This design comes from an exercise in tuning for small area, a short achievable clock period and few clock cycles per item on the open sky130 flow, not from production work. Function was checked by simulation only, so behaviour that the tests miss may differ from the original.

File: design/flow/config.mk
export PLATFORM = sky130hd
export DESIGN_NAME = pimt_vec_mul
export DESIGN_NICKNAME = pimt_vec_mul
export VERILOG_FILES = /design/flow/design.v
export SDC_FILE = /design/flow/constraint.sdc
export NUM_CORES = 4
export LEC_CHECK = 0
export CAP_MARGIN = 20
export CORE_MARGIN = 2
export CORE_UTILIZATION = 40
export SLEW_MARGIN = 20
File: design/flow/constraint.sdc
create_clock -name core_clock -period 11.0 [get_ports {clk}]
set_input_delay 2.2000 -clock core_clock [delete_from_list [all_inputs] [get_ports {clk}]]
set_output_delay 2.2000 -clock core_clock [all_outputs]
set_load 0.01 [all_outputs]
File: design/flow/design.v
package pimt_pkg;
    localparam int DEF_DATA_W = 32;
    localparam int DEF_FRAC_W = 16;
    localparam int SR_MAX_W = 64;
    localparam int SR_PW    = 2 * SR_MAX_W;
    localparam logic signed [SR_PW-1:0] SR_ONE = {{(SR_PW-1){1'b0}}, 1'b1};
    function automatic logic [SR_MAX_W:0] sat_round(
        input logic signed [SR_PW-1:0] p,
        input int                      data_w,
        input int                      frac_w
    );
        logic signed [SR_PW-1:0] half;
        logic signed [SR_PW-1:0] r;
        logic signed [SR_PW-1:0] max_pos;
        logic signed [SR_PW-1:0] min_neg;
        half    = SR_ONE <<< (frac_w - 1);
        max_pos = (SR_ONE <<< (data_w - 1)) - SR_ONE;
        min_neg = -max_pos - SR_ONE;
        r       = (p + half) >>> frac_w;
        if (r > max_pos) begin
            sat_round = {1'b1, max_pos[SR_MAX_W-1:0]};
        end else if (r < min_neg) begin
            sat_round = {1'b1, min_neg[SR_MAX_W-1:0]};
        end else begin
            sat_round = {1'b0, r[SR_MAX_W-1:0]};
        end
    endfunction
    function automatic int LANE_SEL(input int lane, input int width);
        LANE_SEL = lane * width;
    endfunction
endpackage
module pimt_mul_lane
#(
    parameter int DATA_W = pimt_pkg::DEF_DATA_W,
    parameter int FRAC_W = pimt_pkg::DEF_FRAC_W,
    parameter int LAT    = 3
)(
    input  logic                     clk,
    input  logic                     rst_n,
    input  logic signed [DATA_W-1:0] a,
    input  logic signed [DATA_W-1:0] b,
    output logic        [DATA_W-1:0] result,
    output logic                     sat
);
    localparam int PW = pimt_pkg::SR_PW;
    logic signed [2*DATA_W-1:0] prod_p0;
    logic        [pimt_pkg::SR_MAX_W:0]   rounded;
    logic        [DATA_W:0]     res_p1 [LAT-1];
    assign rounded = pimt_pkg::sat_round(PW'(prod_p0), DATA_W, FRAC_W);
    generate
        if (DATA_W < pimt_pkg::SR_MAX_W) begin : g_unused_hi
            logic unused_rounded_hi;
            assign unused_rounded_hi = ^rounded[pimt_pkg::SR_MAX_W-1:DATA_W];
        end
    endgenerate
    always_ff @(posedge clk or negedge rst_n) begin
        if (!rst_n) begin
            prod_p0 <= '0;
            for (int i = 0; i < LAT - 1; i++) begin
                res_p1[i] <= '0;
            end
        end else begin
            prod_p0   <= (2*DATA_W)'(a) * (2*DATA_W)'(b);
            res_p1[0] <= {rounded[pimt_pkg::SR_MAX_W], rounded[DATA_W-1:0]};
            for (int i = 1; i < LAT - 1; i++) begin
                res_p1[i] <= res_p1[i-1];
            end
        end
    end
    assign {sat, result} = res_p1[LAT-2];
endmodule
module pimt_vec_mul
#(
    parameter int DATA_W     = pimt_pkg::DEF_DATA_W,
    parameter int FRAC_W     = pimt_pkg::DEF_FRAC_W,
    parameter int LANES      = 4,
    parameter int LAT        = 3,
    parameter int FIFO_DEPTH = 8
)(
    input  logic                      clk,
    input  logic                      rst_n,
    input  logic                      alphamulk_vld,
    output logic                      alphamulk_rdy,
    input  logic [LANES*DATA_W-1:0]   alpha_mul_k,
    input  logic [LANES*DATA_W-1:0]   pi_m_i,
    output logic [LANES*DATA_W-1:0]   pimt_result,
    output logic [LANES-1:0]          pimt_sat,
    output logic                      pimt_result_vld,
    input  logic                      pimt_result_rdy,
    output logic [15:0]               sat_cnt
);
    localparam int AW = $clog2(FIFO_DEPTH);
    localparam int CW = $clog2(FIFO_DEPTH + LAT) + 1;
    localparam int EW = LANES * DATA_W + LANES;
    logic                    accept;
    logic [LAT-1:0]          vld_p;
    logic [LANES*DATA_W-1:0] res_lanes;
    logic [LANES-1:0]        sat_lanes;
    logic [EW-1:0]           mem [FIFO_DEPTH];
    logic [AW-1:0]           wr_ptr;
    logic [AW-1:0]           rd_ptr;
    logic [AW:0]             fifo_count;
    logic [CW-1:0]           inflight;
    logic                    wr_en;
    logic                    rd_en;
    assign accept = alphamulk_vld & alphamulk_rdy;
    generate
        for (genvar g = 0; g < LANES; g++) begin : g_lane
            pimt_mul_lane #(
                .DATA_W (DATA_W),
                .FRAC_W (FRAC_W),
                .LAT    (LAT)
            ) u_lane (
                .clk    (clk),
                .rst_n  (rst_n),
                .a      (alpha_mul_k[pimt_pkg::LANE_SEL(g, DATA_W) +: DATA_W]),
                .b      (pi_m_i[pimt_pkg::LANE_SEL(g, DATA_W) +: DATA_W]),
                .result (res_lanes[pimt_pkg::LANE_SEL(g, DATA_W) +: DATA_W]),
                .sat    (sat_lanes[g])
            );
        end
    endgenerate
    always_ff @(posedge clk or negedge rst_n) begin
        if (!rst_n) begin
            vld_p <= '0;
        end else begin
            vld_p <= {vld_p[LAT-2:0], accept};
        end
    end
    always_comb begin
        inflight = '0;
        for (int i = 0; i < LAT; i++) begin
            inflight = inflight + CW'(vld_p[i]);
        end
    end
    assign alphamulk_rdy   = (CW'(fifo_count) + inflight) < CW'(FIFO_DEPTH);
    assign wr_en           = vld_p[LAT-1];
    assign pimt_result_vld = (fifo_count != '0);
    assign rd_en           = pimt_result_vld & pimt_result_rdy;
    assign {pimt_sat, pimt_result} = mem[rd_ptr];
    always_ff @(posedge clk or negedge rst_n) begin
        if (!rst_n) begin
            for (int i = 0; i < FIFO_DEPTH; i++) begin
                mem[i] <= '0;
            end
            wr_ptr     <= '0;
            rd_ptr     <= '0;
            fifo_count <= '0;
        end else begin
            if (wr_en) begin
                mem[wr_ptr] <= {sat_lanes, res_lanes};
                wr_ptr      <= wr_ptr + 1'b1;
            end
            if (rd_en) begin
                rd_ptr <= rd_ptr + 1'b1;
            end
            case ({wr_en, rd_en})
                2'b10:   fifo_count <= fifo_count + 1'b1;
                2'b01:   fifo_count <= fifo_count - 1'b1;
                default: fifo_count <= fifo_count;
            endcase
        end
    end
    always_ff @(posedge clk or negedge rst_n) begin
        if (!rst_n) begin
            sat_cnt <= '0;
        end else if (wr_en && (|sat_lanes) && (sat_cnt != 16'hFFFF)) begin
            sat_cnt <= sat_cnt + 16'd1;
        end
    end
endmodule
File: design/flow/run.sh
#!/bin/bash
# synth_recipe.tcl (not shown) runs the flow's synth.tcl, then flattens the netlist and writes it again
# the make line also repeats each setting of config.mk as NAME=value (left out here)
make -C /OpenROAD-flow-scripts/flow DESIGN_CONFIG=/design/flow/config.mk WORK_HOME=/design/flow/orfs CLKGATE_MAP_FILE= SYNTH_SCRIPT=/design/flow/synth_recipe.tcl finish
==> flow_metrics.tcl <==
set metrics [dict create \
    drt_iter0_drc 8232 \
    root_buffer "clkbuf_16" \
    worstMarginPinSlew_ns 1.31 \
    setup_tns_ns 0 \
    ys_warn_count 4 \
    post_cts_resized 0 \
    critPathLaunchType "input pin" \
    synth_ff_type "dfrtp_1" \
    cts_hold_buf 0 \
    synth_area_leader_cell "fa_1" \
    finalCritPeriodShare 0.918 \
    fin_skew_ns 0.101 \
    setup_viol 0 \
    drc 0 \
    drive_gt1_frac 0.111 \
    synth_edf_count 0 \
    layout.nets 24900 \
    path_class "input pin to flip-flop" \
    cp-end-kind "flip-flop" \
    relSlewSlack 0.120 \
    finalCriticalPeriod_ns 10.10 \
    track_usage 0.218 \
    cpMaxStageDelayCell "clkdlybuf4s50_1" \
    grt_max_degree 172 \
    vias 135000 \
    rr_worst_depth 12 \
    synth_most_common_cell "fa_1" \
    hold_viol_final 0 \
    seq_area_frac_synth 0.189 \
    syn_avg_cell_area_um2 10.5 \
    crit_required_ns 11.71 \
    dp_hpwl_um 436000 \
    netlist.area_leader.share 0.423 \
    post-route-util 0.438 \
    max_stage_delay_ns 0.85 \
    drtPass1Iterations 9 \
    cts_tree "yes" \
    antenna_found_initial 37 \
    maxCapViolCount 0 \
    initial_core_util 0.402 \
    syn_nets 24900 \
    num-fill-cells 48400 \
    clock-sinks 1545 \
    synth_common_cells "fa_1, inv_1, nand2_1" \
    holdCritPathClass "flip-flop to flip-flop" \
    core.rowCount 262 \
    clk_latency_ns 0.83 \
    wl_um 550000 \
    cts_max_level 4 \
    clockBufferDepth 4 \
    wl_per_cell_um 20.8 \
    rsz0062_at_grt "no" \
    holdPathStages 0 \
    ios 410 \
    core_um2 509000 \
    grt_overflow_total 0 \
    clock.fmax_mhz 99.1 \
    ys_top_cells_by_area "fa_1, dfrtp_1, mux2_2" \
    syn2layout_area_growth_pct 9.05 \
    critPathArrivalTime_ns 10.80 \
    grt_pass1_vias 149000 \
    grt_pass1_wl_um 882000 \
    async_flop_share 1.00 \
    die_area_um2 518000 \
    critPathMaxFanout 11 \
    io_buffers 409 \
    crit_path_frequent_cell "fa_1" \
    synth_cell_types 89 \
    ys_ff_latch 1545 \
    synth_cells 19500 \
    die_h_um 720 \
    post-cts-setup-buffer-count 0 \
    via_per_inst 5.11 \
    place_congestion 0.875 \
    status "complete, no violations" \
    ant_nets 0 \
    synth_area_um2 205000 \
    maxSlewViolCount 0 \
    cts_made_buffers 160 \
    fp.dieW_um 720 \
    clkTransAtPathRegs_ns 0.07 \
]
-- worst max-delay path, delay by kind of cell --
kind | cells | cell delay [ns]
AND/OR/NAND/NOR | 3 | 0.55
AO/OA/AOI/OAI | 9 | 2.39
buffers and inverters | 7 | 1.64
adder cells (fa/ha/maj) | 9 | 4.02
-- per-layer routing --
layer	GRT usage	up-vias	wire length (um)
met4	0.0587	12	17100
li1	-	58900	-
met3	0.0291	735	27300
met2	0.361	2996	264000
met5	0	-	89
met1	0.301	72500	242000
-- cell families after synthesis --
group                      count (synthesis)  share of synthesized area
DFF                                     1545                      0.189
adders and majority gates               5067                      0.468
and+or+nand+nor                         5371                      0.130
muxes                                   1326                     0.0729
buffers and inverters                   4859                     0.0894
AOI/OAI and AO/OA                        974                     0.0342
xor gates and xnor gates                 392                     0.0168
-- registers in the layout, summed over array words and instances (netlist names) --
name                   flops
wr_ptr                     3
rd_ptr                     3
vld_p                      3
mem                     1056
g_lane.u_lane.res_p1     264
g_lane.u_lane.prod_p0    196
fifo_count                 4
sat_cnt                   16
-- path summary, 6_finish.rpt --
path	slack (ns)	to	startpoint
setup / recovery	0.90	g_lane[1].u_lane.prod_p0[63]	pi_m_i[37]
hold / removal	0.30	g_lane[0].u_lane.res_p1[1][17]	g_lane[0].u_lane.res_p1[0][17]
setup reg to reg	6.19	g_lane[1].u_lane.res_p1[0][4]	g_lane[1].u_lane.prod_p0[39]
hold reg to reg	0.30	g_lane[0].u_lane.res_p1[1][17]	g_lane[0].u_lane.res_p1[0][17]
max in group asynchronous	7.25	g_lane[2].u_lane.res_p1[1][16]	rst_n
min in group asynchronous	1.37	sat_cnt[14]	rst_n
-- placed cells by master (no fill, tap or decap), types with 27 or more instances in the layout --
master and instances:
xnor2_1 233, and2_1 2053, ha_1 737, buf_12 50, a21o_1 114, and3_1 55
and4_1 27, xor2_1 159, clkbuf_8 32, buf_4 490, a31oi_1 28, nand4_1 76
o21a_1 28, nand2b_1 50, a222oi_1 132, clkbuf_1 30, fa_1 4326, a21oi_1 188
dfrtp_1 1544, o21ai_2 30, nor3_1 63, inv_1 3796, nor2_1 417, mux2_2 1324
clkdlybuf4s50_1 408, o21ai_1 48, o21ai_0 133, clkbuf_16 162, a41oi_1 135, nor2b_1 40
nand3_1 120, nand2_1 2381
-- layout make-up --
cell class	count	area, um^2	share of cell area
clock buffer	224	4610	0.0206
clock inverter	46	505	0.00226
tap	6732	8420	0.0377
antenna	17	42.5	0.000191
timing repair buffer	951	8810	0.0395
multi-input combinational	13100	148000	0.663
inverter	3798	14300	0.0638
sequential	1545	38700	0.173
-- through the flow --
stage / std cells / instance area, um^2 / hold slack, ns / setup WS, ns
after floorplan: 19500 / 205000 / 0.331 / 1.56
after global placement: 26200 / 218000 / 0.332 / 0.271
after detailed placement: 26200 / 218000 / 0.335 / 0.183
after CTS: 26400 / 223000 / 0.309 / 0.954
after global routing: 26400 / 223000 / 0.314 / 0.475
final: 26400 / 223000 / 0.304 / 0.904
Testbench counts, summed over its fixed seeds: cycles 8,016, items 8,000.

## separate check: timing with driven ports
Ports are ideal in the flow. The routed layout listed here was re-timed in OpenROAD. Step 1, drivers: a clkbuf_16 drives clk and a buf_2 each remaining input, both assumed. Step 2 moves the port delays by t, midway between the first and last clock arrival at a register: inputs arrive t later, outputs are due t later. That takes back most of the time a late clock gives input paths. Slacks: ideal ports / drivers / drivers and shift; pairs: ideal ports / drivers.
t (ns): 0.867
slack for setup (ns): 0.904 / 0.963 / 0.096
worst hold slack (ns): 0.304 / 0.304 / 0.304
After both steps this run still meets setup and hold. For this run, drivers alone change the setup slack by +0.059 ns; drivers and shift together by -0.808 ns.
